This is an optimization exercise on Yosys and OpenROAD, whose aim is small area, not a production implementation. Function was checked by simulation only, so behaviour that the tests miss may differ from the original. Power is estimated from default activity; no workload was simulated.

// sccb_target
module sccb_target #(
  parameter logic [7:0] DEV_ADDR = 8'h60
) (
  input  logic       clk,
  input  logic       reset,
  input  logic       scl,
  input  logic       sda_in,
  output logic       sda,
  output logic       sda_oe,
  output logic       wr_stb,
  output logic [7:0] wr_addr,
  output logic [7:0] wr_data,
  output logic       busy
);
Settings: LEC_CHECK=0, CAP_MARGIN=20, CORE_MARGIN=2, CORE_UTILIZATION=75, PLACE_DENSITY=0.85, SLEW_MARGIN=20; clock period 10.0 ns.
standard.sh (not shown) runs the stock make flow with config.mk's settings and CLKGATE_MAP_FILE= SYNTH_SCRIPT=/design/flow/synth_recipe.tcl, a recipe that flattens the netlist after the stock synthesis.
==> flow/flow/run.sh <==
#!/bin/bash
# The standard layout (standard.sh) with an area-oriented logic mapping and a leaner
# clock tree:
# - synthesis is the standard flow's own script with ABC's default area mapping (synth_area.tcl);
# - CTS without dummy loads, clustered onto clkbuf_8 leaf buffers;
# - small port buffers;
# - after global routing, clock buffers whose loads would see too much slew are upsized
#   (fixclk.tcl).
# Each run's full output goes to a log file in the folder this runs in.
set -euo pipefail
here=$(pwd)
export FLOW_WORK=$here
cts="-sink_clustering_enable -repair_clock_nets -dont_use_dummy_load"
cts="$cts -buf_list sky130_fd_sc_hd__clkbuf_8 -sink_clustering_size 18 -sink_clustering_max_diameter 45"
bash standard.sh finish \
  "SYNTH_SCRIPT=$here/flow/synth_area.tcl" \
  "CTS_ARGS=$cts" \
  "BUFFER_PORTS_ARGS=-buffer_cell sky130_fd_sc_hd__buf_1" \
  "POST_GLOBAL_ROUTE_TCL=$here/flow/fixclk.tcl" > "$here/standard.log" 2>&1
==> flow/flow/fixclk.tcl <==
# Sourced by ORFS's global_route.tcl after global routing (POST_GLOBAL_ROUTE_TCL).
# Upsizes clock buffers whose loads would see too much slew, estimated from the global
# routes: first the buffers that drive other clock buffers, then those that drive
# flip-flops. Then it legalises, reroutes the changed nets, checks again, and rewrites the
# route guides.
set ::fix_target 0.120
set ::fix_ladder {sky130_fd_sc_hd__clkbuf_1 sky130_fd_sc_hd__clkbuf_2 sky130_fd_sc_hd__clkbuf_4
  sky130_fd_sc_hd__clkbuf_8 sky130_fd_sc_hd__clkbuf_16}

proc fix_pin_slew {pin} {
  set w 0
  foreach e {rise fall} {
    foreach a {min max} {
      set s [get_property $pin slew_${a}_$e]
      if {$s > $w} { set w $s }
    }
  }
  return $w
}

# Upsize the clock tree buffers of one kind (leaf 1: driving anything but clock buffers)
# whose loads are over the target.
proc fix_pass {leaf} {
  global fix_target fix_ladder
  set n 0
  foreach inst [get_cells -quiet clkbuf_*] {
    set m [get_property $inst ref_name]
    set i [lsearch -exact $fix_ladder $m]
    if {$i < 0} { continue }
    set out [get_pins -of_objects $inst -filter "direction==output"]
    set loads [get_pins -quiet -of_objects [get_nets -of_objects $out] -filter "direction==input"]
    set to_ff 0
    set w 0
    foreach p $loads {
      if {[lsearch -exact $fix_ladder [get_property [get_cells -of_objects $p] ref_name]] < 0} { set to_ff 1 }
      set s [fix_pin_slew $p]
      if {$s > $w} { set w $s }
    }
    if {$to_ff != $leaf || $w <= $fix_target} { continue }
    set name [get_full_name $inst]
    if {$i == [llength $fix_ladder] - 1} {
      puts "fixclk: $name ($m) slew $w left as is"
      continue
    }
    set nm [lindex $fix_ladder [expr {$i + 1}]]
    puts "fixclk: $name $m -> $nm (slew $w)"
    replace_cell $inst $nm
    incr n
  }
  return $n
}

set_propagated_clock [all_clocks]
# The reroute after legalising can change other clock nets, so check again until a round
# changes nothing.
for {set round 0} {$round < 4} {incr round} {
  set changed 0
  global_route -start_incremental
  foreach leaf {0 1} {
    for {set it 0} {$it < 4} {incr it} {
      estimate_parasitics -global_routing
      set n [fix_pass $leaf]
      puts "fixclk: round $round leaf $leaf pass $it upsized $n"
      incr changed $n
      if {$n == 0} { break }
    }
  }
  detailed_placement
  global_route -end_incremental
  if {$changed == 0} { break }
}
check_placement -verbose
estimate_parasitics -global_routing
write_guides $::env(RESULTS_DIR)/route.guide
==> flow/flow/synth_area.tcl <==
# The standard flow's synthesis script (synth_recipe.tcl, which runs ORFS's synth.tcl) with one change:
# ABC maps the logic with Yosys's default (area-oriented) script instead of ORFS's
# delay-oriented one and without its delay target, as the design has several ns of setup slack. Flip-flops are mapped
# before ABC runs, so the registers, their names and cells are those of the standard synthesis.
proc abc {args} {
  set keep {}
  for {set i 0} {$i < [llength $args]} {incr i} {
    set a [lindex $args $i]
    if {$a in {-script -constr -D}} { incr i; continue }
    lappend keep $a
  }
  yosys abc {*}$keep
}
source $::env(FLOW_WORK)/synth_recipe.tcl
The first run completed without violations.
Edit:
--- a/flow/flow/run.sh
+++ b/flow/flow/run.sh
@@ -3,5 +3,5 @@
 # clock tree:
 # - synthesis is the standard flow's own script with ABC's default area mapping (synth_area.tcl);
-# - CTS without dummy loads, clustered onto clkbuf_8 leaf buffers;
+# - CTS without dummy loads, clustered onto clkbuf_8 leaf buffers (18 flip-flops each);
 # - small port buffers;
 # - after global routing, clock buffers whose loads would see too much slew are upsized
@@ -12,5 +12,5 @@
 export FLOW_WORK=$here
 cts="-sink_clustering_enable -repair_clock_nets -dont_use_dummy_load"
-cts="$cts -buf_list sky130_fd_sc_hd__clkbuf_8 -sink_clustering_size 18 -sink_clustering_max_diameter 45"
+cts="$cts -buf_list sky130_fd_sc_hd__clkbuf_8 -sink_clustering_size 18 -sink_clustering_max_diameter 60"
 bash standard.sh finish \
   "SYNTH_SCRIPT=$here/flow/synth_area.tcl" \
CORE_UTILIZATION = 70   (was 75)
PLACE_DENSITY = 0.8   (was 0.85)
The new run ran to the end with no violations.
Synthesized area is unchanged.
Die area came out higher by 7.0%.
Count of clock-buffer cells in the layout came out lower by 4.
Setup slack gains 0.041 ns.
First-iteration DRC count came out lower by 45%.
Global-route usage came out lower by 5.5 points.
Edit:
==> flow/flow/run.sh (replaced) <==
#!/bin/bash
# The standard layout (standard.sh, standard synthesis) with a leaner clock tree:
# CTS without dummy loads, small port buffers, and after global routing any leaf clock
# buffer whose flip-flop clock pins would see too much slew is upsized (fixclk.tcl).
# Each run's full output goes to a log file in the folder this runs in.
set -euo pipefail
here=$(pwd)
cts="-sink_clustering_enable -repair_clock_nets -dont_use_dummy_load"
cts="$cts -buf_list sky130_fd_sc_hd__clkbuf_8 -sink_clustering_size 18 -sink_clustering_max_diameter 45"
bash standard.sh finish \
  "CTS_ARGS=$cts" \
  "BUFFER_PORTS_ARGS=-buffer_cell sky130_fd_sc_hd__buf_1" \
  "POST_GLOBAL_ROUTE_TCL=$here/flow/fixclk.tcl" > "$here/standard.log" 2>&1
ABC_AREA = 1   (was not set)
removed: flow/flow/synth_area.tcl
Sequential cell count stays the same.
Power went up by 4.3%.
Critical path depth climbs by 1.
Global-route usage went up by 0.73 points.
Edit:
--- a/flow/flow/fixclk.tcl
+++ b/flow/flow/fixclk.tcl
@@ -2,7 +2,6 @@
 # Upsizes clock buffers whose loads would see too much slew, estimated from the global
 # routes: first the buffers that drive other clock buffers, then those that drive
-# flip-flops. Then it legalises, reroutes the changed nets, checks again, and rewrites the
-# route guides.
-set ::fix_target 0.120
+# flip-flops. Then it legalises, reroutes the changed nets and rewrites the route guides.
+set ::fix_target 0.110
 set ::fix_ladder {sky130_fd_sc_hd__clkbuf_1 sky130_fd_sc_hd__clkbuf_2 sky130_fd_sc_hd__clkbuf_4
   sky130_fd_sc_hd__clkbuf_8 sky130_fd_sc_hd__clkbuf_16}
@@ -52,23 +51,16 @@
 
 set_propagated_clock [all_clocks]
-# The reroute after legalising can change other clock nets, so check again until a round
-# changes nothing.
-for {set round 0} {$round < 4} {incr round} {
-  set changed 0
-  global_route -start_incremental
-  foreach leaf {0 1} {
-    for {set it 0} {$it < 4} {incr it} {
-      estimate_parasitics -global_routing
-      set n [fix_pass $leaf]
-      puts "fixclk: round $round leaf $leaf pass $it upsized $n"
-      incr changed $n
-      if {$n == 0} { break }
-    }
+global_route -start_incremental
+foreach leaf {0 1} {
+  for {set it 0} {$it < 4} {incr it} {
+    estimate_parasitics -global_routing
+    set n [fix_pass $leaf]
+    puts "fixclk: leaf $leaf pass $it upsized $n"
+    if {$n == 0} { break }
   }
-  detailed_placement
-  global_route -end_incremental
-  if {$changed == 0} { break }
 }
+detailed_placement
 check_placement -verbose
+global_route -end_incremental
 estimate_parasitics -global_routing
 write_guides $::env(RESULTS_DIR)/route.guide
ABC_AREA = not set   (was 1)
=>
- core utilization climbs by 1.2 points
- power climbs by a little under a tenth
- clock skew climbs by 0.045 ns
- die area drops slightly
- area after synthesis drops slightly
- flip-flop and latch count stays the same
- setup slack is worse by 0.26 ns
- non-clock buffer count climbs by 3
- cell count drops by a few percent
- clock power climbs by a quarter to a third
- register-to-register slack is worse by 0.96 ns
Edit:
==> flow/flow/run.sh (replaced) <==
#!/bin/bash
# The standard layout (standard.sh) with an area-oriented logic mapping and a leaner
# clock tree:
# - synthesis is the standard flow's own script with ABC's default area mapping (synth_area.tcl);
# - CTS without dummy loads, clustered onto clkbuf_8 leaf buffers;
# - small port buffers;
# - after global routing, clock buffers whose loads would see too much slew are upsized
#   (fixclk.tcl).
# Each run's full output goes to a log file in the folder this runs in.
set -euo pipefail
here=$(pwd)
export FLOW_WORK=$here
cts="-sink_clustering_enable -repair_clock_nets -dont_use_dummy_load"
cts="$cts -buf_list sky130_fd_sc_hd__clkbuf_8 -sink_clustering_size 18 -sink_clustering_max_diameter 45"
bash standard.sh finish \
  "SYNTH_SCRIPT=$here/flow/synth_area.tcl" \
  "CTS_ARGS=$cts" \
  "BUFFER_PORTS_ARGS=-buffer_cell sky130_fd_sc_hd__buf_1" \
  "POST_GLOBAL_ROUTE_TCL=$here/flow/fixclk.tcl" > "$here/standard.log" 2>&1
--- a/flow/flow/fixclk.tcl
+++ b/flow/flow/fixclk.tcl
@@ -2,6 +2,7 @@
 # Upsizes clock buffers whose loads would see too much slew, estimated from the global
 # routes: first the buffers that drive other clock buffers, then those that drive
-# flip-flops. Then it legalises, reroutes the changed nets and rewrites the route guides.
-set ::fix_target 0.110
+# flip-flops. Then it legalises, reroutes the changed nets, checks again, and rewrites the
+# route guides.
+set ::fix_target 0.120
 set ::fix_ladder {sky130_fd_sc_hd__clkbuf_1 sky130_fd_sc_hd__clkbuf_2 sky130_fd_sc_hd__clkbuf_4
   sky130_fd_sc_hd__clkbuf_8 sky130_fd_sc_hd__clkbuf_16}
@@ -51,16 +52,23 @@
 
 set_propagated_clock [all_clocks]
-global_route -start_incremental
-foreach leaf {0 1} {
-  for {set it 0} {$it < 4} {incr it} {
-    estimate_parasitics -global_routing
-    set n [fix_pass $leaf]
-    puts "fixclk: leaf $leaf pass $it upsized $n"
-    if {$n == 0} { break }
+# The reroute after legalising can change other clock nets, so check again until a round
+# changes nothing.
+for {set round 0} {$round < 4} {incr round} {
+  set changed 0
+  global_route -start_incremental
+  foreach leaf {0 1} {
+    for {set it 0} {$it < 4} {incr it} {
+      estimate_parasitics -global_routing
+      set n [fix_pass $leaf]
+      puts "fixclk: round $round leaf $leaf pass $it upsized $n"
+      incr changed $n
+      if {$n == 0} { break }
+    }
   }
+  detailed_placement
+  global_route -end_incremental
+  if {$changed == 0} { break }
 }
-detailed_placement
 check_placement -verbose
-global_route -end_incremental
 estimate_parasitics -global_routing
 write_guides $::env(RESULTS_DIR)/route.guide
==> flow/flow/synth_area.tcl (new file) <==
# The standard flow's synthesis script (synth_recipe.tcl, which runs ORFS's synth.tcl) with one change:
# ABC maps the logic with Yosys's default (area-oriented) script instead of ORFS's
# delay-oriented one and without its delay target, as the design has several ns of setup slack. Flip-flops are mapped
# before ABC runs, so the registers, their names and cells are those of the standard synthesis.
proc abc {args} {
  set keep {}
  for {set i 0} {$i < [llength $args]} {incr i} {
    set a [lindex $args $i]
    if {$a in {-script -constr -D}} { incr i; continue }
    lappend keep $a
  }
  yosys abc {*}$keep
}
source $::env(FLOW_WORK)/synth_recipe.tcl
What happened: The changed run passed the timing, design-rule and antenna checks; worst setup slack gains 0.33 ns; die area fell by 0.94%; non-clock buffer count drops by 1.

static timing again, ports no longer ideal:
The results above use ideal ports. As a check the final layouts listed here were re-extracted and re-timed, cells and wires unchanged.
Step 1, drivers: a clkbuf_16 drives clk and a buf_2 each remaining input, both assumed.
Step 2 times the ports against the registers' clock, not the clock port: input delays grow and output delays shrink by t, the midpoint of the rising clock arrivals with the driver on.
a / b / c = ideal / step 1 / step 2; a / b = the first two.
run	t, ns	setup slack, ns	worst setup path at the end	clock arrival spread, ns	cell pins on the clock port's net
the first run	0.750	6.414 / 6.350 / 6.832	register to register	0.083 / 0.083	1
the second run	0.707	6.455 / 6.390 / 7.096	register to output	0.073 / 0.073	1
the third run	0.733	6.392 / 6.320 / 7.053	register to output	0.088 / 0.088	1
the fourth run	0.767	6.133 / 6.060 / 6.306	register to register	0.147 / 0.147	1
the fifth run	0.721	6.466 / 6.397 / 7.118	register to output	0.097 / 0.097	1
After both steps every run listed still meets setup and hold.
